Context: an optimization exercise on an open-source flow, tuned for small area. The choices shown serve that exercise and are no tape-out recipe. Only simulation tests tie the RTL to the original design; equivalence was not proved. No activity file was given, so power comes from the tool's default toggle rates.

==> design.v <==
package sprite_pkg;
   localparam int SPRITE_W     = 20;
   localparam int SPRITE_H     = 20;
   localparam int SPRITE_DEPTH = SPRITE_W * SPRITE_H;
   localparam int COLOUR_W     = 9;
   localparam int ADDR_W       = 9;
   localparam int COORD_W      = 5;
   typedef logic [COLOUR_W-1:0] colour_t;
endpackage
module sprite_addr_translate (
   input  logic [4:0] x,
   input  logic [4:0] y,
   output logic [8:0] mem_address,
   output logic       addr_valid
);
   logic [8:0] linear;
   assign linear     = {y, 4'b0} + {2'b0, y, 2'b0} + {4'b0, x};
   assign addr_valid = (x < 5'd20) && (y < 5'd20);
   assign mem_address = addr_valid ? linear : '0;
endmodule
module sprite_hold (
   input  logic q,
   input  logic a,
   input  logic b,
   input  logic c,
   output logic nxt
);
   assign nxt = ~((q | a) & (b | c));
endmodule
module sprite_read3 (
   input  logic a0, s0,
   input  logic a1, s1,
   input  logic a2, s2,
   output logic yn
);
   assign yn = ~((a0 & s0) | (a1 & s1) | (a2 & s2));
endmodule
module tower_sprite_rom (
   input  logic       clk,
   input  logic       resetn,
   input  logic [4:0] x,
   input  logic [4:0] y,
   input  logic [8:0] data,
   input  logic       wren,
   output logic [8:0] mem_address,
   output logic       addr_valid,
   output logic [8:0] q
);
   localparam int DEPTH = 400;
   sprite_addr_translate u_translate (
      .x           (x),
      .y           (y),
      .mem_address (mem_address),
      .addr_valid  (addr_valid)
   );
   logic ph;
   always_ff @(posedge clk) ph <= ~ph;
   logic [19:0] xs, ys, wrow, ncol;
   always_comb begin
      for (int i = 0; i < 20; i++) begin
         xs[i] = (x == 5'(i));
         ys[i] = (y == 5'(i));
      end
   end
   assign wrow = ys & {20{wren & resetn}};
   assign ncol = ~xs;
   logic [8:0] dd;
   assign dd = data ^ {9{ph}};
   logic [8:0] drow [0:19];
   always_comb begin
      for (int r = 0; r < 20; r++) drow[r] = dd | {9{~wrow[r]}};
   end
   logic [DEPTH-1:0] sel, we;
   always_comb begin
      for (int r = 0; r < 20; r++)
         for (int c = 0; c < 20; c++) begin
            sel[r*20+c] = ys[r] & xs[c];
            we[r*20+c]  = wrow[r] & xs[c];
         end
   end
   logic [8:0] mem [0:DEPTH-1];
   logic [8:0] nxt [0:DEPTH-1];
   for (genvar r = 0; r < 20; r++) begin : g_row
      for (genvar c = 0; c < 20; c++) begin : g_col
         for (genvar b = 0; b < 9; b++) begin : g_bit
            sprite_hold u_hold (
               .q   (mem[r*20+c][b]),
               .a   (we[r*20+c]),
               .b   (drow[r][b]),
               .c   (ncol[c]),
               .nxt (nxt[r*20+c][b])
            );
         end
      end
   end
   always_ff @(posedge clk) begin
      for (int w = 0; w < DEPTH; w++) mem[w] <= nxt[w];
   end
   localparam int NSL = DEPTH / 3 + 1;   
   logic [NSL-1:0] rdn [0:8];
   logic [8:0]     rd;
   for (genvar b = 0; b < 9; b++) begin : g_rbit
      for (genvar k = 0; k < NSL; k++) begin : g_slice
         if (3*k + 2 < DEPTH) begin : g_full
            sprite_read3 u_rd (
               .a0 (mem[3*k][b]),   .s0 (sel[3*k]),
               .a1 (mem[3*k+1][b]), .s1 (sel[3*k+1]),
               .a2 (mem[3*k+2][b]), .s2 (sel[3*k+2]),
               .yn (rdn[b][k])
            );
         end else begin : g_last
            assign rdn[b][k] = ~(mem[3*k][b] & sel[3*k]);
         end
      end
      assign rd[b] = ~&rdn[b];
   end
   always_ff @(posedge clk or negedge resetn) begin
      if (!resetn) q <= '0;
      else         q <= (rd ^ {9{ph}}) & {9{addr_valid}};
   end
endmodule
==> flow/run.sh <==
#!/bin/bash
# The standard layout (the standard.sh, unchanged synthesis), with clock tree synthesis
# told to build leaf clusters on clkbuf_8 and to add no dummy loads.
set -euo pipefail
CTS="-sink_clustering_enable -repair_clock_nets -dont_use_dummy_load"
CTS="$CTS -buf_list sky130_fd_sc_hd__clkbuf_8 -sink_clustering_size 16 -sink_clustering_max_diameter 50"
bash standard.sh "CTS_ARGS=$CTS" finish > flow_make.log 2>&1
==> standard.sh <==
#!/bin/bash
# synth_recipe.tcl (not shown) runs the flow's synth.tcl, then flattens the netlist and writes it again
# the make line also repeats each setting of config.mk as NAME=value (left out here)
make -C /OpenROAD-flow-scripts/flow DESIGN_CONFIG=/design/flow/config.mk WORK_HOME=/design/flow/orfs CLKGATE_MAP_FILE= SYNTH_SCRIPT=/design/flow/synth_recipe.tcl "${@:-finish}"
==> config.mk <==
export PLATFORM = sky130hd
export DESIGN_NAME = tower_sprite_rom
export DESIGN_NICKNAME = tower_sprite_rom
export VERILOG_FILES = /design/flow/design.v
export SDC_FILE = /design/flow/constraint.sdc
export NUM_CORES = 4
export LEC_CHECK = 0
export CAP_MARGIN = 20
export CORE_MARGIN = 2
export CORE_UTILIZATION = 50
export SETUP_SLACK_MARGIN = 0.2
export SLEW_MARGIN = 20
export SYNTH_HIERARCHICAL = 1
export SYNTH_MINIMUM_KEEP_SIZE = 0
==> constraint.sdc <==
create_clock -name core_clock -period 6.0 [get_ports {clk}]
set_input_delay 1.2000 -clock core_clock [delete_from_list [all_inputs] [get_ports {clk}]]
set_output_delay 1.2000 -clock core_clock [all_outputs]
set_load 0.01 [all_outputs]
==> reports/results.ini, run 1 <==
[run_status]
status=no timing/DRC/antenna violations

[sta]
setup_viol=0
clock_skew_ps=108.2
maxSlewHeadroom_pct=15.24
worst_slew_pin_slew_ps=1268
rsz0062_at_grt=false
slew_viol_final=0
tns_ps=0
fmax_mhz=179.7
min_period_over_period_pct=92.75
hold_viol=0
final.min_clock_period_ps=5565

[global_route]
grt_usage_pct=37.57
grt_pass1_vias=99010
grt_overflow_total=0
grt_max_degree=89
grt_pass1_wl_mm=672.4
antenna_found_initial=19

[floorplanning]
die_h_um=483.4
dieArea_um2=233700
die_x_um=483.4
start_util_pct=50.41
core_area_um2=227900
core.rowCount=175
ioPinCount=41

[cts]
clk_latency_ps=1110
cts_made_buffers=326
cts_root_buffer=clkbuf_8
cts_buffer_depth=4
cts.repair.resized=0
tritoncts=done
ctsHtreeMaxLevel=5
cts_setup_buffers=0
cts_sinks=3610
clk_pin_slew_ps=100
cts_hold_buf=0

[synth]
ys_top_cells_by_count=3601 x dfxtp_1, 3600 x o22ai_1, 1197 x a222oi_1
yosys.cell_types.count=41
yosysWarnings=14
async_flop_share_pct=0.2493
netlist_instances=10167
synth_most_common_cell=dfxtp_1
syn-num-nets=10200
avgSynthCellArea_um2=11.30
ys.flop_type=dfxtp_1
synth_area_um2=114900
ys_seq_elements=3610
synth_area_leader_cell=dfxtp_1
synth-edff-count=0
ys_top_cells_by_area=dfxtp_1 63%, o22ai_1 20%, a222oi_1 10%
synth_top_area_share_pct=62.74
seq_area_frac_synth_pct=62.94

[drt]
via_per_inst=7.714
final_antenna_net_count=0
wirelength_mm=464.6
wl_per_cell_um=33.70
route.detailed.drc=0
first_pass_iters=17
vias=106347
drtIter0Drc=19516

[worst_setup_path]
crit_slowest_cell=nor4_1
worstPathArrival_ps=6560
startpoint_type=input pin
crit_chain=clkdlybuf4s50_1 -> buf_4 -> nor2b_1 -> nand2_4 -> buf_12 -> buf_4 -> nor2_1 -> a222oi_1 -> nand4_1 -> nor4_1 -> nand4_1 -> nor4_1 -> mux2i_1
cp_data_required_time_ps=7000
critical_path_class=in -> reg
crit_fanout=40
critPathMaxStageDelay_ps=970
cp-end-kind=flip-flop

[flow_run]
drv_cap=0

[power_and_ir_drop]
powerDensity_nw_per_um2=298.1
p_leak_uw=0.04352
ir_worst_vdd_mv=0.2370

[place]
place_inst=13446
io_buffers=40
hpwl_mm=311.6
dpl-instance-area_um2=122300
globalplace.congestion=1.014

[cells_and_area]
area_growth_pct=10.45
layout-drive-gt1-share_pct=7.385
fin_nets=10800
final_cell_area_um2=126900
final_cells=13787

[hold_path]
hold_path.class=in -> async

==> worst max-delay path, delay by kind of cell <==
family	cells	cell delay [ps]
multiplexers	1	250
AND/OR/NAND/NOR	7	2870
AO/OA/AOI/OAI	1	640
buffers and inverters	4	1550
==> where the power goes <==
part           internal (uW)  switching (uW)  total (uW)
logic                    272             529         801
clock network           4870            7760       12600
registers              24200             165       24400
==> registers in the layout (all words and copies together), names as in the netlist <==
name / cells
q: 9
mem: 3600
ph: 1
==> layout make-up <==
class | count | area, um^2
clock buffers | 326 | 4487
inverters | 19 | 71.32
repair buffers | 465 | 4214
multi-input cells | 6345 | 42030
flip-flops and latches | 3610 | 72310
fillers | 19602 | 101000
well taps | 3009 | 3765
diodes | 13 | 32.53
==> layer usage <==
layer	global-route usage [%]	routed length [um]	vias to the layer above
li1	-	-	45135
met1	49.22	178900	52720
met2	57.02	203900	7049
met3	7.902	49860	1423
met4	22.72	31780	20
met5	0	119	-
==> cell usage in the layout, fill, tap and decap left out, drive strengths merged, types with 13 or more instances in the layout <==
cell type,count
dfxtp,3601
o22ai,3600
a222oi,1197
nor2,824
buf,426
clkbuf,326
nand4,303
nand2,224
nor4,81
clkdlybuf4s50,39
nand3,28
inv,19
diode,13
==> modules after synthesis, one instance, submodules excluded <==
module,cells,flops+latches
tower_sprite_rom,5323,3610
sprite_addr_translate,47,0
sprite_read3,1,0
sprite_hold,1,0
==> cell families after synthesis <==
kind of cell             after synthesis  synth area share, %
AO/OA/AOI/OAI                       4816                30.16
flip-flops                          3610                62.94
AND/OR/NAND/NOR                     1500                5.916
buffers and inverters                212               0.7067
adder cells (fa/ha/maj)               11               0.1329
XOR/XNOR                               9              0.06861
multiplexers                           9              0.07841
==> final timing paths <==
path	start	end	slack, ps	cells past startpoint
setup / recovery	x[1]	q[7]	440	13
hold / removal	resetn	q[4]	280	2
setup reg to reg	ph	mem[235][6]	2400	4
hold reg to reg	mem[10][8]	mem[10][8]	450	1
max in group asynchronous	resetn	q[1]	5300	2
min in group core_clock	mem[10][8]	mem[10][8]	450	1
==> through the flow <==
step,hold WS [ps],worst slack [ps],total power [uW],utilization [%]
finish,280.2,435.0,37830,55.68
global placement,428.5,-724.2,25690,53.67
global route,215.5,372.0,38840,55.67
CTS,183.1,523.5,37870,55.64
detailed placement,436.3,-585.3,25720,53.68
floorplan,421.3,394.0,25310,-
==> run 2, diff against run 1 <==
--- a/config.mk
+++ b/config.mk
@@ -7,7 +7,7 @@
 export LEC_CHECK = 0
 export CAP_MARGIN = 20
 export CORE_MARGIN = 2
-export CORE_UTILIZATION = 50
+export CORE_UTILIZATION = 40
 export SETUP_SLACK_MARGIN = 0.2
 export SLEW_MARGIN = 20
 export SYNTH_HIERARCHICAL = 1
==> run 2 against run 1 <==
Against the previous run:
- non-clock buffer count grew 155
- die area rose by 25%
- first-iteration DRC count rose by 4.6%
- clock power hardly changed
- hold slack got worse by 21 ps
- final area up 1.9%
- register-to-register slack got worse by 280 ps
- setup slack got worse by 240 ps
- wire length grew 2.4%
- fmax fell by 4.2%
- clock skew increased by 55 ps
- critical path type is now in -> out
- largest power group unchanged
==> reports/results.ini, run 2 <==
[sta]
hold_viol=0  ; unchanged
fmax_mhz=172.2  ; -4.2%
maxSlewHeadroom_pct=18.81  ; +3.6 points
rsz0062_at_grt=true
clock_skew_ps=163.7  ; +55.48 ps
worst_slew_pin_slew_ps=1215  ; -53.34 ps
setup_viol=0  ; unchanged
final.min_clock_period_ps=5808  ; +243.1 ps
tns_ps=0  ; unchanged
min_period_over_period_pct=96.80  ; +4.1 points
slew_viol_final=0  ; unchanged

[synth]
async_flop_share_pct=0.2493  ; unchanged
ys_seq_elements=3610  ; unchanged
synth_top_area_share_pct=62.74  ; unchanged
netlist_instances=10167  ; unchanged
synth_most_common_cell=dfxtp_1
ys.flop_type=dfxtp_1
synth_area_um2=114900  ; unchanged
syn-num-nets=10200  ; unchanged
ys_top_cells_by_area=dfxtp_1 63%, o22ai_1 20%, a222oi_1 10%
synth-edff-count=0  ; unchanged
ys_top_cells_by_count=3601 x dfxtp_1, 3600 x o22ai_1, 1197 x a222oi_1
yosysWarnings=14  ; unchanged
avgSynthCellArea_um2=11.30  ; unchanged
synth_area_leader_cell=dfxtp_1
yosys.cell_types.count=41  ; unchanged
seq_area_frac_synth_pct=62.94  ; unchanged

[place]
globalplace.congestion=0.9713  ; -4.2%
dpl-instance-area_um2=124600  ; +1.9%
hpwl_mm=321.3  ; +3.1%
place_inst=14355  ; +6.8%
io_buffers=40  ; unchanged

[worst_setup_path]
ff2ff_setup_slack_ps=2120  ; -280 ps
crit_slowest_cell=clkdlybuf4s50_1
crit_fanout=7  ; -83%
critPathMaxStageDelay_ps=530  ; -440 ps
worstPathArrival_ps=4610  ; -1950 ps
critical_path_class=in -> out
crit_chain=clkdlybuf4s50_1 -> buf_12 -> inv_1 -> fa_1 -> buf_4 -> fa_1 -> nor2b_1 -> o21ai_0 -> nor3b_1 -> nor3_2 -> buf_4 -> clkdlybuf4s50_1
startpoint_type=input pin
worstRegToRegCells=5  ; +1
crit_family=buffers and inverters
cp_data_required_time_ps=4800  ; -2200 ps
worstReg2RegStart=ph
cp-end-kind=output port
critical_path_buf_inv_count=6  ; +2
r2r_end=mem[174][1]

[cells_and_area]
final_cell_mix=3601 x dfxtp_1, 3600 x o22ai_1, 1197 x a222oi_1, 823 x nor2_1, 519 x buf_4
reg.largest.list=mem x3600, q x9, ph x1
area_growth_pct=12.59
final_util_pct=45.32  ; -10 points
layout-drive-gt1-share_pct=8.909  ; +1.5 points
final_cell_area_um2=129400  ; +1.9%
largest_reg_flops=3600  ; unchanged
layout_commonest_cell=dfxtp_1
final_cells=14705  ; +6.7%
fin_nets=10968  ; +1.6%
largest_register=mem

[cts]
clk_pin_slew_ps=100  ; about the same
cts_made_buffers=339  ; +4.0%
ctsHtreeMaxLevel=5  ; unchanged
tritoncts=done
cts_hold_buf=0  ; unchanged
cts_setup_buffers=0  ; unchanged
cts_buffer_depth=4  ; unchanged
cts_sinks=3610  ; unchanged
clk_latency_ps=1070  ; -40 ps
cts_root_buffer=clkbuf_8

[drt]
route.detailed.drc=0  ; unchanged
drtIter0Drc=20418  ; +4.6%
final_antenna_net_count=0  ; unchanged
wl_per_cell_um=32.35  ; -4.0%
first_pass_iters=15  ; -2
wirelength_mm=475.7  ; +2.4%
via_per_inst=7.344  ; -4.8%
vias=107987  ; +1.5%

[global_route]
antenna_found_initial=25  ; +6
grt_max_degree=67  ; -25%
grt_pass1_wl_mm=683.6  ; +1.7%
grt_overflow_total=0  ; unchanged
grt_pass1_vias=100243  ; +1.2%
grt_usage_pct=30.68  ; -6.9 points

[floorplanning]
die_x_um=540.0  ; +12%
dieArea_um2=291600  ; +25%
core_area_um2=285500  ; +25%
die_h_um=540.0  ; +12%
core.rowCount=196  ; +12%
ioPinCount=41  ; unchanged
start_util_pct=40.25  ; -10 points

[power_and_ir_drop]
powerDensity_nw_per_um2=295.2  ; -0.98%
ir_worst_vdd_mv=0.1815  ; -23%
p_total_uw=38180  ; +0.94%
p_leak_uw=0.04441  ; +2.1%

[hold_path]
hold_path.class=in -> async

[flow_run]
drv_cap=0  ; unchanged

[run_status]
status=no timing/DRC/antenna violations

run 2: cell counts after synthesis:
No cell type changed its count.
run 2: repair_timing:
action | 4_1_cts | 5_1_grt
pin swaps | 0 | 0
gates resized for setup | 3 | 1
setup endpoints to repair | 3 | 3
run 2: kinds of logic (layout without fill, tap and decap cells):
kind of cell / count (synthesis) / in the layout / synth area share (%)
fa+ha+maj: 11 / 11 / 0.1329
other cells: 0 / 10 / 0
buf+inv: 212 / 978 / 0.7067
simple gates: 1500 / 1500 / 5.916
flops: 3610 / 3610 / 62.94
mux: 9 / 9 / 0.07841
compound gates: 4816 / 4816 / 30.16
xor+xnor: 9 / 9 / 0.06861
run 2: Yosys stat by module (local to each module, per instance):
module | times used | area, um^2 | cells | flip-flops and latches
tower_sprite_rom | 1 | 80050 | 5323 | 3610
sprite_addr_translate | 1 | 351.6 | 47 | 0
sprite_read3 | 1197 | 10.01 | 1 | 0
sprite_hold | 3600 | 6.256 | 1 | 0
run 2: metrics by stage:
| step | hold WS [ps] | setup WS, ps |
|---|---|---|
| 3_3_place_gp | 428.6 | -284.3 |
| 2_1_floorplan | 421.3 | 394.0 |
| 3_5_place_dp | 436.3 | -90.26 |
| 5_1_grt | 233.1 | 182.2 |
| 4_1_cts | 178.9 | 226.9 |
| 6_report | 258.9 | 191.9 |
run 2: how the worst max path moves through the flow:
stage	start	endpoint	slack [ps]	depth (start not counted)
CTS	y[2]	mem_address[8]	230	11
detailed placement	y[2]	mem_address[6]	-90	11
floorplan	x[1]	q[7]	390	11
global route	x[4]	mem_address[7]	180	12
global placement	y[2]	mem_address[6]	-280	11
finish	x[4]	mem_address[7]	190	12
run 2: routing by layer:
layer | share of wire, % | GRT usage, % | wire (um) | up-vias
li1 | - | - | - | 45440
met1 | 39 | 40.78 | 184000 | 53486
met2 | 43 | 45.91 | 205500 | 7695
met3 | 11 | 6.396 | 54380 | 1344
met4 | 6.7 | 18.14 | 31740 | 22
met5 | 0.032 | 0 | 151 | -
run 2: report_power, final:
group / switching [uW] / internal (uW) / leakage (uW)
clock: 7880 / 5040 / 0.00244
combinational: 569 / 292 / 0.00887
sequential: 165 / 24200 / 0.0331
run 2: final cells by class:
| class | count | area, um^2 |
|---|---|---|
| repair buffers | 620 | 5503 |
| fillers | 26587 | 156100 |
| clock buffers | 339 | 4666 |
| well taps | 3762 | 4707 |
| diodes | 10 | 25.02 |
| multi-input cells | 6345 | 42080 |
| flip-flops and latches | 3610 | 72310 |
| inverters | 19 | 71.32 |
==> run 3, diff against run 2 <==
--- a/config.mk
+++ b/config.mk
@@ -5,10 +5,11 @@
 export SDC_FILE = /design/flow/constraint.sdc
 export NUM_CORES = 4
 export LEC_CHECK = 0
-export CAP_MARGIN = 20
+export CAP_MARGIN = 0
 export CORE_MARGIN = 2
-export CORE_UTILIZATION = 40
+export CORE_UTILIZATION = 50
+export GPL_TIMING_DRIVEN = 0
 export SETUP_SLACK_MARGIN = 0.2
-export SLEW_MARGIN = 20
+export SLEW_MARGIN = 0
 export SYNTH_HIERARCHICAL = 1
 export SYNTH_MINIMUM_KEEP_SIZE = 0
==> run 3 against run 2 <==
Against the previous run:
- now fails the layout checks on antenna violations, max-capacitance violations, max-slew violations, negative setup slack
- sequential cell count unchanged
- total power is 0.32% lower
- sequential power barely moved
- critical endpoint is now q[5]
- highest routed layer unchanged
==> reports/results.ini, run 3 <==
[place]
globalplace.congestion=0.9132  ; -6.0%
io_buffers=39  ; -2.5%
hpwl_mm=320.1  ; -0.38%
dpl-instance-area_um2=120500  ; -3.3%
pre_cts_ws_ps=-2883  ; -2793 ps

[sta]
final.min_clock_period_ps=6170  ; +362.4 ps
setup_ws_ps=-170.5  ; -362.4 ps
min_period_over_period_pct=102.8  ; +6.0 points
setup_viol=8  ; +8
fmax_mhz=162.1  ; -5.9%
hold_viol=0  ; unchanged
worst_slew_pin_slew_ps=1763  ; +547.8 ps
maxSlewHeadroom_pct=-17.52  ; -36 points
slew_viol_final=23  ; +23
hold_ws_ps=444.1  ; +185.2 ps
clock_skew_ps=123.5  ; -40.20 ps
rsz0062_at_grt=true

[power_and_ir_drop]
switchingPower_uw=8700  ; +1.0%
pwr-share-seq_pct=64.1  ; +0.2 points
p_int_uw=29360  ; -0.71%
powerDensity_nw_per_um2=299.5  ; +1.5%
power_frac_clock_pct=33.4  ; -0.4 points
combPwrFrac_pct=2.5  ; +0.2 points
ir_worst_vdd_mv=0.2133  ; +18%
p_sw_share_pct=22.86  ; +0.30 points
p_leak_uw=0.04356  ; -1.9%
p_total_uw=38060  ; -0.32%

[synth]
syn-num-nets=10200  ; unchanged
seq_area_frac_synth_pct=62.94  ; unchanged
avgSynthCellArea_um2=11.30  ; unchanged
synth_area_um2=114900  ; unchanged
ys.flop_type=dfxtp_1
synth_most_common_cell=dfxtp_1
netlist_instances=10167  ; unchanged
ys_top_cells_by_area=dfxtp_1 63%, o22ai_1 20%, a222oi_1 10%
synth_area_leader_cell=dfxtp_1
synth_top_area_share_pct=62.74  ; unchanged
ys_top_cells_by_count=3601 x dfxtp_1, 3600 x o22ai_1, 1197 x a222oi_1
synth-edff-count=0  ; unchanged
yosysWarnings=14  ; unchanged
async_flop_share_pct=0.2493  ; unchanged
yosys.cell_types.count=41  ; unchanged
ys_seq_elements=3610  ; unchanged

[drt]
via_per_inst=8.136  ; +11%
final_antenna_net_count=1  ; +1
drtIter0Drc=22566  ; +11%
wirelength_mm=533.4  ; +12%
wl_per_cell_um=38.98  ; +21%
first_pass_iters=15  ; unchanged
vias=111313  ; +3.1%
route.detailed.drc=0  ; unchanged

[worst_setup_path]
critPathMaxStageDelay_ps=1330  ; +800 ps
cp_data_required_time_ps=7010  ; +2210 ps
worstPathArrival_ps=7180  ; +2570 ps
critical_path_class=in -> reg
crit_slowest_cell=a222oi_1
startpoint_type=input pin
worstReg2RegStart=mem[138][7]
crit_fanout=42  ; +35
crit_start=x[1]
crit_chain=clkdlybuf4s50_1 -> clkbuf_2 -> nor2b_1 -> nand2_4 -> clkbuf_16 -> buf_16 -> nor2_2 -> a222oi_1 -> nand4_1 -> nor4_4 -> o311ai_4 -> nor4_2 -> mux2i_1
cp-end-kind=flip-flop

[floorplanning]
die_x_um=483.4  ; -10%
start_util_pct=50.41  ; +10 points
ioPinCount=41  ; unchanged
dieArea_um2=233700  ; -20%
die_h_um=483.4  ; -10%
core_area_um2=227900  ; -20%
core.rowCount=175  ; -11%

[global_route]
grt_usage_pct=42.04  ; +11 points
grt_overflow_total=0  ; unchanged
grt_pass1_vias=100107  ; -0.14%
grt_pass1_wl_mm=728.1  ; +6.5%
grt_max_degree=105  ; +57%
antenna_found_initial=41  ; +64%

[cts]
clk_latency_ps=1130  ; +60 ps
cts_buffer_depth=4  ; unchanged
ctsHtreeMaxLevel=5  ; unchanged
cts_hold_buf=0  ; unchanged
cts_sinks=3610  ; unchanged
cts_root_buffer=clkbuf_8
cts_made_buffers=325  ; -4.1%
tritoncts=done
clk_pin_slew_ps=70  ; -30 ps

[hold_path]
hold_start=mem[309][4]
hold_path.class=reg -> reg

[cells_and_area]
fin_nets=10657  ; -2.8%
layout-drive-gt1-share_pct=5.941  ; -3.0 points
layout_commonest_cell=dfxtp_1
final_cell_mix=3601 x dfxtp_1, 3600 x o22ai_1, 1197 x a222oi_1, 820 x nor2_1, 332 x clkbuf_8
fill_cells=19441  ; -27%
final_cell_area_um2=127100  ; -1.8%
largest_reg_flops=3600  ; unchanged
area_growth_pct=10.59
reg.largest.list=mem x3600, q x9, ph x1
largest_register=mem
final_util_pct=55.75  ; +10 points

[run_status]
violatedChecks=antenna violations, max-capacitance violations, max-slew violations, negative setup slack
status=complete, but fails checks

[flow_run]
drv_cap=2  ; +2

==> run 3: cell count changes in the layout (fill, tap and decap cells not counted), moves of 41 or more <==
cell / previous run / this run
clkbuf_1: 0 / 64
buf_12: 56 / 13
diode_2: 10 / 51
clkbuf_2: 0 / 70
buf_4: 519 / 18
nor4_1: 78 / 28
==> run 3: area by class of cell <==
class	instances	area, um^2	area share [%]
tap	3009	3765	2.963
buffer	193	1245	0.9797
timing repair buffer	130	2449	1.927
clock buffer	325	4473	3.520
sequential	3610	72310	56.91
inverter	19	71.32	0.05613
antenna	51	127.6	0.1004
multi-input combinational	6345	42620	33.54
==> run 3: metal layers <==
layer / wire length (um) / part of all wire, % / track usage [%]
met1: 192200 / 36 / 53.75
met2: 220400 / 41 / 59.79
met3: 76580 / 14 / 14.51
met4: 43980 / 8.2 / 28.19
met5: 209 / 0.039 / 0.2245
==> run 3: through the flow <==
stage | setup TNS, ps | instances
after floorplan | 0 | 10167
after global placement | -4166300 | 13215
after detailed placement | -1459260 | 13263
after CTS | 0 | 13607
after global routing | 0 | 13640
final | -687.7 | 13682
==> run 3: critical path: cells and delay by family <==
kind	cells	cell delay, ps
compound gates	2	1690
mux	1	250
simple gates	6	2470
buf+inv	4	1430
==> run 3: power by group through the flow <==
stage | Sequential (uW) | Combinational, uW | Clock, uW
after detailed placement | 24900 | 816 | 0
after global placement | 24900 | 773 | 0
after CTS | 24400 | 854 | 12700
after floorplan | 24900 | 407 | 0
after global routing | 24400 | 935 | 13600
final | 24400 | 951 | 12700
==> run 3: path summary, 6_finish.rpt <==
kind                                    end  slack (ps)  cells after the start
worst max-delay path                   q[5]        -170                     13
worst min-delay path            mem[309][4]         440                      1
worst max register to register         q[7]        1970                      6
worst min register to register  mem[309][4]         440                      1
max in group asynchronous              q[5]        4840                      1
min in group asynchronous              q[2]         580                      1
==> run 3: what timing repair did <==
action                                  CTS  global route
gates cloned                             19            14
buffers inserted                          0             7
endpoints found under the setup margin    9            10
pin swaps                                35            34
gates resized for setup                 110            72
==> run 3: Yosys stat by module, one instance, submodules excluded <==
module                 flops+latches  cells inside  cell area, um^2  copies in the design
sprite_read3                       0             1            10.01                  1197
sprite_hold                        0             1            6.256                  3600
sprite_addr_translate              0            47            351.6                     1
tower_sprite_rom                3610          5323            80050                     1
==> run 3: cell families after synthesis <==
group / Yosys count / synth area share (%)
fa+ha+maj: 11 / 0.1329
simple gates: 1500 / 5.916
compound gates: 4816 / 30.16
mux: 9 / 0.07841
buf+inv: 212 / 0.7067
xor+xnor: 9 / 0.06861
flops: 3610 / 62.94
==> run 4, diff against run 3 <==
--- a/design.v
+++ b/design.v
@@ -26,6 +26,12 @@
    output logic nxt
 );
    assign nxt = ~((q | a) & (b | c));
+endmodule
+module sprite_ninv (
+   input  logic a,
+   output logic y
+);
+   assign y = ~a;
 endmodule
 module sprite_read3 (
    input  logic a0, s0,
@@ -63,7 +69,9 @@
       end
    end
    assign wrow = ys & {20{wren & resetn}};
-   assign ncol = ~xs;
+   for (genvar c = 0; c < 20; c++) begin : g_ncol
+      sprite_ninv u_ncol (.a (xs[c]), .y (ncol[c]));
+   end
    logic [8:0] dd;
    assign dd = data ^ {9{ph}};
    logic [8:0] drow [0:19];
==> flow/run.sh (replaced) <==
#!/bin/bash
# The standard layout (the standard.sh, unchanged synthesis) with two changes:
#  - clock tree synthesis builds leaf clusters on clkbuf_8 and adds no dummy loads;
#  - the port buffers are buf_2 rather than the delay buffer the flow picks by default.
set -euo pipefail
CTS="-sink_clustering_enable -repair_clock_nets -dont_use_dummy_load"
CTS="$CTS -buf_list sky130_fd_sc_hd__clkbuf_8 -sink_clustering_size 17 -sink_clustering_max_diameter 80"
bash standard.sh "CTS_ARGS=$CTS" "BUFFER_PORTS_ARGS=-buffer_cell sky130_fd_sc_hd__buf_2" finish > flow_make.log 2>&1
--- a/config.mk
+++ b/config.mk
@@ -5,11 +5,10 @@
 export SDC_FILE = /design/flow/constraint.sdc
 export NUM_CORES = 4
 export LEC_CHECK = 0
-export CAP_MARGIN = 0
+export CAP_MARGIN = 20
 export CORE_MARGIN = 2
 export CORE_UTILIZATION = 50
-export GPL_TIMING_DRIVEN = 0
 export SETUP_SLACK_MARGIN = 0.2
-export SLEW_MARGIN = 0
+export SLEW_MARGIN = 20
 export SYNTH_HIERARCHICAL = 1
 export SYNTH_MINIMUM_KEEP_SIZE = 0
==> run 4 against run 3 <==
Against the previous run:
- now clean on timing, DRC and antenna
- largest cell class unchanged
- utilization shrank 1.5 points
- clock skew shrank 51 ps
- critical path type unchanged
- first-iteration DRC count shrank 5.1%
==> reports/results.ini, run 4 <==
[drt]
wl_per_cell_um=36.24  ; -7.0%
drtIter0Drc=21409  ; -5.1%
vias=108144  ; -2.8%
route.detailed.drc=0  ; unchanged
first_pass_iters=17  ; +2
final_antenna_net_count=0  ; -1
via_per_inst=7.934  ; -2.5%
wirelength_mm=493.9  ; -7.4%

[worst_setup_path]
worstPathArrival_ps=6160  ; -1020 ps
ff2ff_setup_slack_ps=2360  ; +390 ps
crit_start=x[1]
crit_chain=buf_2 -> nor2_1 -> nand2_4 -> buf_4 -> nor2_1 -> a222oi_1 -> nand4_1 -> nor4_1 -> nand2_1 -> nor4_1 -> mux2i_1
critPathMaxStageDelay_ps=950  ; -380 ps
worstRegToRegCells=6  ; unchanged
worstReg2RegStart=mem[381][6]
crit_slowest_cell=a222oi_1
cp-end-kind=flip-flop
critical_path_class=in -> reg
cp_data_required_time_ps=6960  ; -50 ps
crit_end=q[8]
r2r_end=q[6]
crit_fanout=13  ; -69%
startpoint_type=input pin

[sta]
fmax_mhz=192.6  ; +19%
tns_ps=0  ; +687.7 ps
min_period_over_period_pct=86.51  ; -16 points
hold_viol=0  ; unchanged
rsz0062_at_grt=false
final.min_clock_period_ps=5191  ; -979.6 ps
clock_skew_ps=72.22  ; -51.28 ps
slew_viol_final=0  ; -100%
setup_viol=0  ; -8
hold_ws_ps=247.7  ; -196.5 ps
maxSlewHeadroom_pct=5.481  ; +23 points
worst_slew_pin_slew_ps=1418  ; -344.9 ps

[hold_path]
hold_path.class=in -> async

[cts]
cts_buffer_depth=3  ; -1
cts_sinks=3610  ; unchanged
ctsHtreeMaxLevel=4  ; -1
cts_root_buffer=clkbuf_8
clk_latency_ps=1060  ; -70 ps
cts_hold_buf=0  ; unchanged
cts.repair.resized=0  ; -100%
tritoncts=done
clk_pin_slew_ps=120  ; +50 ps
cts_setup_buffers=0  ; unchanged
cts_made_buffers=230  ; -29%

[cells_and_area]
reg.largest.list=mem x3600, q x9, ph x1
layout-drive-gt1-share_pct=6.020  ; +0.079 points
largest_register=mem
area_growth_pct=8.284
fin_nets=10617  ; -0.38%
final_cell_mix=3601 x dfxtp_1, 3600 x o22ai_1, 1197 x a222oi_1, 824 x nor2_1, 303 x nand4_1
layout_commonest_cell=dfxtp_1
final_util_pct=54.29  ; -1.5 points
largest_reg_flops=3600  ; unchanged
fill_cells=20025  ; +3.0%

[flow_run]
drv_cap=0  ; -2

[global_route]
grt_max_degree=145  ; +38%
grt_overflow_total=0  ; unchanged
grt_pass1_wl_mm=702.3  ; -3.5%
grt_usage_pct=39.86  ; -2.2 points
antenna_found_initial=39  ; -4.9%
grt_pass1_vias=98796  ; -1.3%

[synth]
synth-edff-count=0  ; unchanged
synth_top_area_share_pct=62.66  ; -0.081 points
ys_seq_elements=3610  ; unchanged
yosysWarnings=14  ; unchanged
syn-num-nets=10240  ; +0.39%
synth_most_common_cell=dfxtp_1
netlist_instances=10207  ; +0.39%
ys.flop_type=dfxtp_1
synth_area_leader_cell=dfxtp_1
synth_area_um2=115000  ; +0.13%
ys_top_cells_by_count=3601 x dfxtp_1, 3600 x o22ai_1, 1197 x a222oi_1
seq_area_frac_synth_pct=62.86  ; -0.081 points
ys_top_cells_by_area=dfxtp_1 63%, o22ai_1 20%, a222oi_1 10%
yosys.cell_types.count=40  ; -2.4%
async_flop_share_pct=0.2493  ; unchanged
avgSynthCellArea_um2=11.27  ; -0.26%

[floorplanning]
die_h_um=483.7  ; about the same
dieArea_um2=233900  ; +0.13%
core.rowCount=176  ; +0.57%
core_area_um2=229500  ; +0.67%
die_x_um=483.7  ; about the same
ioPinCount=41  ; unchanged
start_util_pct=50.14  ; -0.27 points

[place]
hpwl_mm=320.2  ; about the same
io_buffers=40  ; +2.6%
globalplace.congestion=0.9688  ; +6.1%

[power_and_ir_drop]
power_frac_clock_pct=30.1  ; -3.3 points
powerDensity_nw_per_um2=289.6  ; -3.3%
combPwrFrac_pct=2.3  ; -0.2 points
ir_worst_vdd_mv=0.1866  ; -13%
p_int_uw=27900  ; -5.0%
p_sw_share_pct=22.67  ; -0.18 points
pwr-share-seq_pct=67.6  ; +3.5 points
p_total_uw=36080  ; -5.2%
p_leak_uw=0.04249  ; -2.4%
switchingPower_uw=8181  ; -6.0%

[run_status]
status=no timing/DRC/antenna violations

run 4: changes by cell type after synthesis:
cell	change
nor2_1	+1
buf_1	-13
nor2_2	-1
clkbuf_1	+13
inv_1	+40
run 4: how the worst min path moves through the flow:
| stage | from | end | slack (ps) | cells after the start |
|---|---|---|---|---|
| after CTS | resetn | q[2] | 170 | 2 |
| after detailed placement | ph | ph | 400 | 1 |
| final | resetn | q[6] | 250 | 2 |
| after global placement | ph | ph | 400 | 1 |
| after global routing | resetn | q[2] | 200 | 2 |
| after floorplan | mem[0][0] | mem[0][0] | 420 | 1 |
run 4: layer usage:
layer	up-vias	part of all wire (%)	track usage (%)	wire [um]
met3	1476	13	11.53	63940
li1	44638	-	-	-
met4	42	6.1	21.31	30330
met5	-	0.081	0	398
met1	54027	38	53.56	189000
met2	7961	43	57.86	210300
run 4: cell families after synthesis:
| family | Yosys count | synth area share, % |
|---|---|---|
| buf+inv | 252 | 0.8363 |
| fa+ha+maj | 11 | 0.1327 |
| xor+xnor | 9 | 0.06852 |
| flops | 3610 | 62.86 |
| mux | 9 | 0.07831 |
| compound gates | 4816 | 30.12 |
| simple gates | 1500 | 5.906 |
run 4: modules after synthesis (local to each module, per instance):
module	cells inside	copies in the design
tower_sprite_rom	5343	1
sprite_addr_translate	47	1
sprite_read3	1	1197
sprite_hold	1	3600
sprite_ninv	1	20
run 4: power groups by stage:
stage                     clock, uW  combinational [uW]  sequential (uW)
after detailed placement          0                 778            24900
after global routing          11700                 825            24400
after global placement            0                 757            24900
after floorplan                   0                 409            24900
after CTS                     10900                 776            24400
final                         10900                 818            24400
run 4: through the flow:
step                cells  instance area (um^2)  setup slack (ps)
floorplan           10207                115000             876.7
global placement    13365                121200             41.15
detailed placement  13370                121200             67.44
CTS                 13600                124400              1136
global route        13611                124500              1092
finish              13631                124600             809.1
run 4: layout make-up:
class | instances | area [um^2] | area share (%)
antenna | 23 | 57.56 | 0.04620
clock buffer | 230 | 3166 | 2.541
inverter | 59 | 321.6 | 0.2581
multi-input combinational | 6345 | 42060 | 33.76
sequential | 3610 | 72310 | 58.05
tap | 3026 | 3786 | 3.039
timing repair buffer | 338 | 2878 | 2.310
run 4: worst max-delay path: cells and delay by family:
family / cells / cell delay [ps]
AO/OA/AOI/OAI: 1 / 950
buffers and inverters: 2 / 710
multiplexers: 1 / 230
AND/OR/NAND/NOR: 7 / 3000
==> run 5, diff against run 4 <==
--- a/config.mk
+++ b/config.mk
@@ -7,7 +7,8 @@
 export LEC_CHECK = 0
 export CAP_MARGIN = 20
 export CORE_MARGIN = 2
-export CORE_UTILIZATION = 50
+export CORE_UTILIZATION = 55
+export PLACE_DENSITY = 0.7
 export SETUP_SLACK_MARGIN = 0.2
 export SLEW_MARGIN = 20
 export SYNTH_HIERARCHICAL = 1
==> run 5 against run 4 <==
Against the previous run:
- still clean on timing, DRC and antenna
- critical path depth is 2 higher
- area after synthesis unchanged
- clock skew grew 29 ps
- fmax decreased by 4.4%
- die area is 9.0% lower
- sequential power is essentially flat
- critical path type unchanged
- largest power group unchanged
- highest routed layer unchanged
==> reports/results.ini, run 5 <==
[run_status]
status=no timing/DRC/antenna violations

[power_and_ir_drop]
ir_worst_vdd_mv=0.3038  ; +63%
p_total_uw=35980  ; -0.26%
p_leak_uw=0.04232  ; -0.40%
powerDensity_nw_per_um2=290.3  ; +0.23%

[synth]
netlist_instances=10207  ; unchanged
ys_top_cells_by_area=dfxtp_1 63%, o22ai_1 20%, a222oi_1 10%
yosysWarnings=14  ; unchanged
synth_top_area_share_pct=62.66  ; unchanged
async_flop_share_pct=0.2493  ; unchanged
synth_most_common_cell=dfxtp_1
seq_area_frac_synth_pct=62.86  ; unchanged
synth_area_um2=115000  ; unchanged
ys.flop_type=dfxtp_1
avgSynthCellArea_um2=11.27  ; unchanged
synth_area_leader_cell=dfxtp_1
ys_seq_elements=3610  ; unchanged
synth-edff-count=0  ; unchanged
syn-num-nets=10240  ; unchanged
yosys.cell_types.count=40  ; unchanged
ys_top_cells_by_count=3601 x dfxtp_1, 3600 x o22ai_1, 1197 x a222oi_1

[cells_and_area]
final_cells=13368  ; -1.9%
fin_nets=10591  ; -0.24%
final_cell_area_um2=124000  ; -0.49%
layout-drive-gt1-share_pct=5.769  ; -0.25 points
fill_cells=17009  ; -15%
layout_commonest_cell=dfxtp_1
largest_reg_flops=3600  ; unchanged
reg.largest.list=mem x3600, q x9, ph x1
area_growth_pct=7.758
largest_register=mem
final_cell_mix=3601 x dfxtp_1, 3600 x o22ai_1, 1197 x a222oi_1, 824 x nor2_1, 303 x nand4_1

[flow_run]
drv_cap=0  ; unchanged

[worst_setup_path]
cp_data_required_time_ps=6990  ; +30 ps
worstPathArrival_ps=6430  ; +270 ps
crit_fanout=22  ; +9
startpoint_type=input pin
critical_path_class=in -> reg
cp-end-kind=flip-flop

[floorplanning]
die_h_um=461.4  ; -4.6%
ioPinCount=41  ; unchanged
core.rowCount=167  ; -5.1%
die_x_um=461.4  ; -4.6%
core_area_um2=207500  ; -9.6%
start_util_pct=55.45  ; +5.3 points
dieArea_um2=212900  ; -9.0%

[drt]
final_antenna_net_count=0  ; unchanged
first_pass_iters=17  ; unchanged
vias=109000  ; +0.79%
drtIter0Drc=22763  ; +6.3%
wl_per_cell_um=35.48  ; -2.1%
wirelength_mm=474.2  ; -4.0%
via_per_inst=8.154  ; +2.8%
route.detailed.drc=0  ; unchanged

[sta]
fmax_mhz=184.1  ; -4.4%
rsz0062_at_grt=false
worst_slew_pin_slew_ps=1324  ; -94.05 ps
tns_ps=0  ; unchanged
slew_viol_final=0  ; unchanged
clock_skew_ps=101.0  ; +28.79 ps
maxSlewHeadroom_pct=11.75  ; +6.3 points
min_period_over_period_pct=90.52  ; +4.0 points
final.min_clock_period_ps=5431  ; +240.6 ps
setup_viol=0  ; unchanged
hold_ws_ps=118.7  ; -128.9 ps
hold_viol=0  ; unchanged

[cts]
cts_buffer_depth=3  ; unchanged
cts_made_buffers=230  ; unchanged
clk_pin_slew_ps=110  ; about the same
cts_root_buffer=clkbuf_8
tritoncts=done
cts_setup_buffers=0  ; unchanged
cts.repair.resized=0  ; unchanged
clk_latency_ps=1070  ; about the same
cts_hold_buf=0  ; unchanged
ctsHtreeMaxLevel=4  ; unchanged
cts_sinks=3610  ; unchanged

[hold_path]
hold_path.class=in -> async

[place]
dpl-instance-area_um2=120700  ; -0.43%
io_buffers=40  ; unchanged
hpwl_mm=304.5  ; -4.9%
place_inst=13113  ; -1.9%
globalplace.congestion=0.9881  ; +2.0%

[global_route]
grt_usage_pct=42.33  ; +2.5 points
grt_overflow_total=0  ; unchanged
grt_pass1_wl_mm=679.2  ; -3.3%
grt_pass1_vias=99970  ; +1.2%
antenna_found_initial=27  ; -31%
grt_max_degree=101  ; -30%

==> run 5: cell count changes in the layout (fill, tap and decap cells not counted), sizes merged <==
cell    previous run  this run
buf              336       311
diode             23        24
clkinv             3         0
clkbuf           232       231
inv               56        59
==> run 5: worst max-delay path: stages <==
cell	delay, ps
buf_2	290
nor2_1	290
nand2_4	680
buf_4	350
nor2_1	200
a222oi_1	810
nand4_1	330
nor4_1	960
buf_4	250
o311ai_2	310
nor4_1	350
buf_4	160
mux2i_1	180
==> run 5: cell type report <==
type                       count  area [um^2]  area share [%]
sequential                  3610        72310           58.33
tap                         2788         3488           2.814
clock buffer                 230         3166           2.553
timing repair buffer         312         2565           2.069
inverter                      59        321.6          0.2594
antenna                       24        60.06         0.04844
multi-input combinational   6345        42060           33.92
==> run 5: through the flow <==
stage,utilization (%),worst slack [ps]
finish,59.75,568.5
global route,59.73,869.9
CTS,59.70,977.2
detailed placement,58.17,-111.2
global placement,58.17,-121.2
floorplan,-,876.7
==> run 5: power by group <==
| group | internal, uW | switching [uW] |
|---|---|---|
| clock | 3420 | 7360 |
| combinational | 232 | 569 |
| sequential | 24200 | 160 |
==> run 5: Yosys stat by module (local to each module, per instance) <==
module,cells,times used,area (um^2),flops+latches
sprite_ninv,1,20,3.754,0
tower_sprite_rom,5343,1,80120,3610
sprite_read3,1,1197,10.01,0
sprite_addr_translate,47,1,351.6,0
sprite_hold,1,3600,6.256,0
==> run 5: metal layers <==
layer / global-route usage, % / part of all wire, % / up-vias
li1: - / - / 44626
met1: 55.11 / 36 / 53365
met2: 60.79 / 42 / 9128
met3: 13.55 / 15 / 1845
met4: 26.25 / 7.4 / 36
met5: 0 / 0.064 / -
==> run 5: cells by family (layout without fill, tap and decap cells) <==
logic type	after synthesis	after routing	share of synthesized area [%]
mux	9	9	0.07831
simple gates	1500	1500	5.906
buf+inv	252	601	0.8363
other cells	0	24	0
compound gates	4816	4816	30.12
xor+xnor	9	9	0.06852
fa+ha+maj	11	11	0.1327
flops	3610	3610	62.86
==> run 5: worst paths after layout <==
path | start | to | slack [ps] | cells after the start
worst min-delay path | resetn | q[5] | 120 | 2
worst max register to register | mem[294][5] | q[5] | 2220 | 8
max in group asynchronous | resetn | q[1] | 5610 | 2
min in group core_clock | mem[194][5] | mem[194][5] | 450 | 1
worst min register to register | mem[194][5] | mem[194][5] | 450 | 1
worst max-delay path | x[0] | q[5] | 570 | 13
==> run 6, diff against run 5 <==
--- a/config.mk
+++ b/config.mk
@@ -7,8 +7,8 @@
 export LEC_CHECK = 0
 export CAP_MARGIN = 20
 export CORE_MARGIN = 2
-export CORE_UTILIZATION = 55
-export PLACE_DENSITY = 0.7
+export CORE_UTILIZATION = 58
+export PLACE_DENSITY = 0.72
 export SETUP_SLACK_MARGIN = 0.2
 export SLEW_MARGIN = 20
 export SYNTH_HIERARCHICAL = 1
==> run 6 against run 5 <==
Against the previous run:
- wire length fell by 0.20%
- sequential cell count did not move
- die area fell by 5.1%
- largest power group unchanged
- first-iteration DRC count rose by 9.6%
- count of clock-buffer cells in the layout did not move
- hold slack improved by 82 ps
- register-to-register slack improved by 80 ps
- setup slack improved by 43 ps
- critical path depth fell by 2
==> reports/results.ini, run 6 <==
[global_route]
grt_pass1_vias=99725  ; -0.25%
grt_overflow_total=0  ; unchanged
grt_pass1_wl_mm=678.9  ; about the same
grt_max_degree=101  ; unchanged
grt_usage_pct=44.21  ; +1.9 points
antenna_found_initial=35  ; +30%

[sta]
clock_skew_ps=81.09  ; -19.92 ps
rsz0062_at_grt=false
slew_viol_final=0  ; unchanged
worst_slew_pin_slew_ps=1417  ; +92.88 ps
min_period_over_period_pct=89.81  ; -0.72 points
setup_viol=0  ; unchanged
fmax_mhz=185.6  ; +0.80%
tns_ps=0  ; unchanged
final.min_clock_period_ps=5388  ; -43.11 ps
hold_viol=0  ; unchanged
setup_ws_ps=611.6  ; +43.11 ps
maxSlewHeadroom_pct=5.559  ; -6.2 points

[floorplanning]
dieArea_um2=201900  ; -5.1%
core_area_um2=197200  ; -5.0%
core.rowCount=163  ; -2.4%
ioPinCount=41  ; unchanged
start_util_pct=58.34  ; +2.9 points
die_x_um=449.4  ; -2.6%
die_h_um=449.4  ; -2.6%

[cts]
cts_sinks=3610  ; unchanged
tritoncts=done
cts_hold_buf=0  ; unchanged
cts_made_buffers=230  ; unchanged
clk_latency_ps=1100  ; +30 ps
clk_pin_slew_ps=120  ; about the same
ctsHtreeMaxLevel=4  ; unchanged
cts.repair.resized=0  ; unchanged
cts_buffer_depth=3  ; unchanged
cts_root_buffer=clkbuf_8
cts_setup_buffers=0  ; unchanged

[drt]
route.detailed.drc=0  ; unchanged
wl_per_cell_um=35.82  ; +0.97%
final_antenna_net_count=0  ; unchanged
wirelength_mm=473.3  ; -0.20%
vias=109488  ; +0.45%
first_pass_iters=15  ; -2
via_per_inst=8.286  ; +1.6%
drtIter0Drc=24940  ; +9.6%

[cells_and_area]
fill_cells=15847  ; -6.8%
fin_nets=10590  ; -0.0094%
layout-drive-gt1-share_pct=5.808  ; +0.038 points
final_cell_mix=3601 x dfxtp_1, 3600 x o22ai_1, 1197 x a222oi_1, 823 x nor2_1, 303 x nand4_1
largest_register=mem
area_growth_pct=7.667  ; about the same
reg.largest.list=mem x3600, q x9, ph x1
layout_commonest_cell=dfxtp_1
largest_reg_flops=3600  ; unchanged
regArea_um2=72310  ; unchanged
multi_input_area_um2=42070  ; about the same

[power_and_ir_drop]
ir_worst_vdd_mv=0.2682  ; -12%
p_int_uw=27890  ; about the same
p_sw_share_pct=22.48  ; about the same
p_leak_uw=0.04237  ; +0.11%
switchingPower_uw=8090  ; about the same
combPwrFrac_pct=2.3  ; about the same
pwr-share-seq_pct=67.8  ; about the same
power_frac_clock_pct=29.9  ; about the same
powerDensity_nw_per_um2=290.5  ; about the same

[synth]
seq_area_frac_synth_pct=62.86  ; unchanged
syn-num-nets=10240  ; unchanged
yosys.cell_types.count=40  ; unchanged
synth_most_common_cell=dfxtp_1
netlist_instances=10207  ; unchanged
async_flop_share_pct=0.2493  ; unchanged
ys_seq_elements=3610  ; unchanged
synth_top_area_share_pct=62.66  ; unchanged
yosysWarnings=14  ; unchanged
avgSynthCellArea_um2=11.27  ; unchanged
synth_area_leader_cell=dfxtp_1
ys_top_cells_by_count=3601 x dfxtp_1, 3600 x o22ai_1, 1197 x a222oi_1
synth-edff-count=0  ; unchanged
ys.flop_type=dfxtp_1
synth_area_um2=115000  ; unchanged
ys_top_cells_by_area=dfxtp_1 63%, o22ai_1 20%, a222oi_1 10%

[worst_setup_path]
startpoint_type=input pin
crit_fanout=14  ; -36%
ff2ff_setup_slack_ps=2300  ; +80 ps
r2r_end=q[6]
worstRegToRegCells=6  ; -2
cp-end-kind=flip-flop
worstReg2RegStart=mem[300][6]
critical_path_class=in -> reg
worstPathArrival_ps=6400  ; -30 ps
cp_data_required_time_ps=7010  ; +20 ps

[flow_run]
drv_cap=0  ; unchanged

[hold_path]
hold_path.class=in -> async

[place]
hpwl_mm=302.8  ; -0.55%
globalplace.congestion=1.008  ; +2.0%
pre_cts_ws_ps=55.18  ; +166.4 ps
io_buffers=40  ; unchanged

[run_status]
status=no timing/DRC/antenna violations

run 6: cell counts after synthesis:
Identical to the previous run, type by type.
run 6: logic make-up after synthesis:
family,share of synthesized area (%)
DFF,62.86
and+or+nand+nor,5.906
adders and majority gates,0.1327
xor gates and xnor gates,0.06852
buffers and inverters,0.8363
muxes,0.07831
AOI/OAI and AO/OA,30.12
run 6: power by group through the flow:
stage / Combinational [uW] / Clock, uW / Sequential (uW)
5_1_grt: 815 / 11600 / 24400
4_1_cts: 758 / 10700 / 24400
3_5_place_dp: 759 / 0 / 24900
6_report: 814 / 10800 / 24400
2_1_floorplan: 409 / 0 / 24900
3_3_place_gp: 736 / 0 / 24900
run 6: Yosys stat by module, one instance, submodules excluded:
module	flops+latches	cells	times used	area, um^2
sprite_addr_translate	0	47	1	351.6
sprite_hold	0	1	3600	6.256
sprite_ninv	0	1	20	3.754
sprite_read3	0	1	1197	10.01
tower_sprite_rom	3610	5343	1	80120
run 6: through the flow:
step	hold WS, ps	cells	util [%]	area (um^2)	power [uW]
after floorplan	421.3	10207	-	115000	25310
after global placement	428.3	12951	61.07	120400	25670
after detailed placement	436.5	12954	61.09	120500	25700
after CTS	147.3	13184	62.69	123600	35840
after global routing	174.7	13200	62.79	123800	36830
final	200.2	13213	62.81	123900	35980
run 6: final cells by class:
class,instances,share of cell area [%]
multi-input combinational,6345,33.96
sequential,3610,58.38
clock buffer,230,2.556
timing repair buffer,311,2.139
inverter,59,0.2596
tap,2640,2.667
antenna,18,0.03636
run 6: layer usage:
layer	routed length [um]	global-route usage, %
met3	74680	15.43
met1	168600	57.90
met2	194000	62.55
met4	35660	26.80
met5	382	0.4025
run 6: worst max-delay path by stage:
stage | from | end | cells past startpoint
2_1_floorplan | x[1] | mem[119][0] | 7
5_1_grt | x[1] | q[6] | 11
3_3_place_gp | x[1] | q[6] | 11
4_1_cts | x[1] | q[6] | 11
3_5_place_dp | x[1] | q[6] | 11
6_report | x[1] | q[6] | 11
run 6: critical path, cell delays in order:
cell and delay [ps]:
buf_2 290, nor2_1 280, nand2_4 500, buf_4 450, nor2_1 270, a222oi_1 890, nand4_1 570, nor4_1 870
nand2_1 460, nor4_1 360, mux2i_1 220

==> re-timing with driven ports <==
Ports are ideal in the flow. The routed layouts listed here were re-timed in OpenROAD.
Step 1 sets driving cells, clkbuf_16 on the clock port and buf_2 on the other inputs (assumed; they add their load-dependent delay and slew).
Step 2, shift: input delay + t, output delay - t, t = (earliest + latest rising clock arrival at the registers) / 2. This alone moves slack from input paths to output paths.
Slacks: ideal ports / drivers / drivers and shift; pairs: ideal ports / drivers.
run | shift t [ns] | setup slack, ns | latest minus earliest clock arrival (ns) | slew at the worst register clock pin (ns)
run 1 | 1.152 | 0.435 / 0.499 / -0.653 | 0.118 / 0.118 | 0.11 / 0.11
run 2 | 1.093 | 0.192 / 0.135 / -0.269 | 0.186 / 0.186 | 0.11 / 0.11
run 3 | 1.178 | -0.170 / -0.087 / -1.265 | 0.143 / 0.143 | 0.11 / 0.11
run 4 | 1.126 | 0.809 / 0.869 / -0.257 | 0.100 / 0.100 | 0.12 / 0.12
run 5 | 1.121 | 0.569 / 0.632 / -0.489 | 0.127 / 0.126 | 0.12 / 0.12
run 6 | 1.152 | 0.612 / 0.677 / -0.475 | 0.092 / 0.092 | 0.12 / 0.12
With both steps, setup timing fails in 5 of these runs, where it was met with ideal ports. For run 3, which loses most, drivers alone change the setup slack by +0.083 ns; drivers and shift together by -1.095 ns.
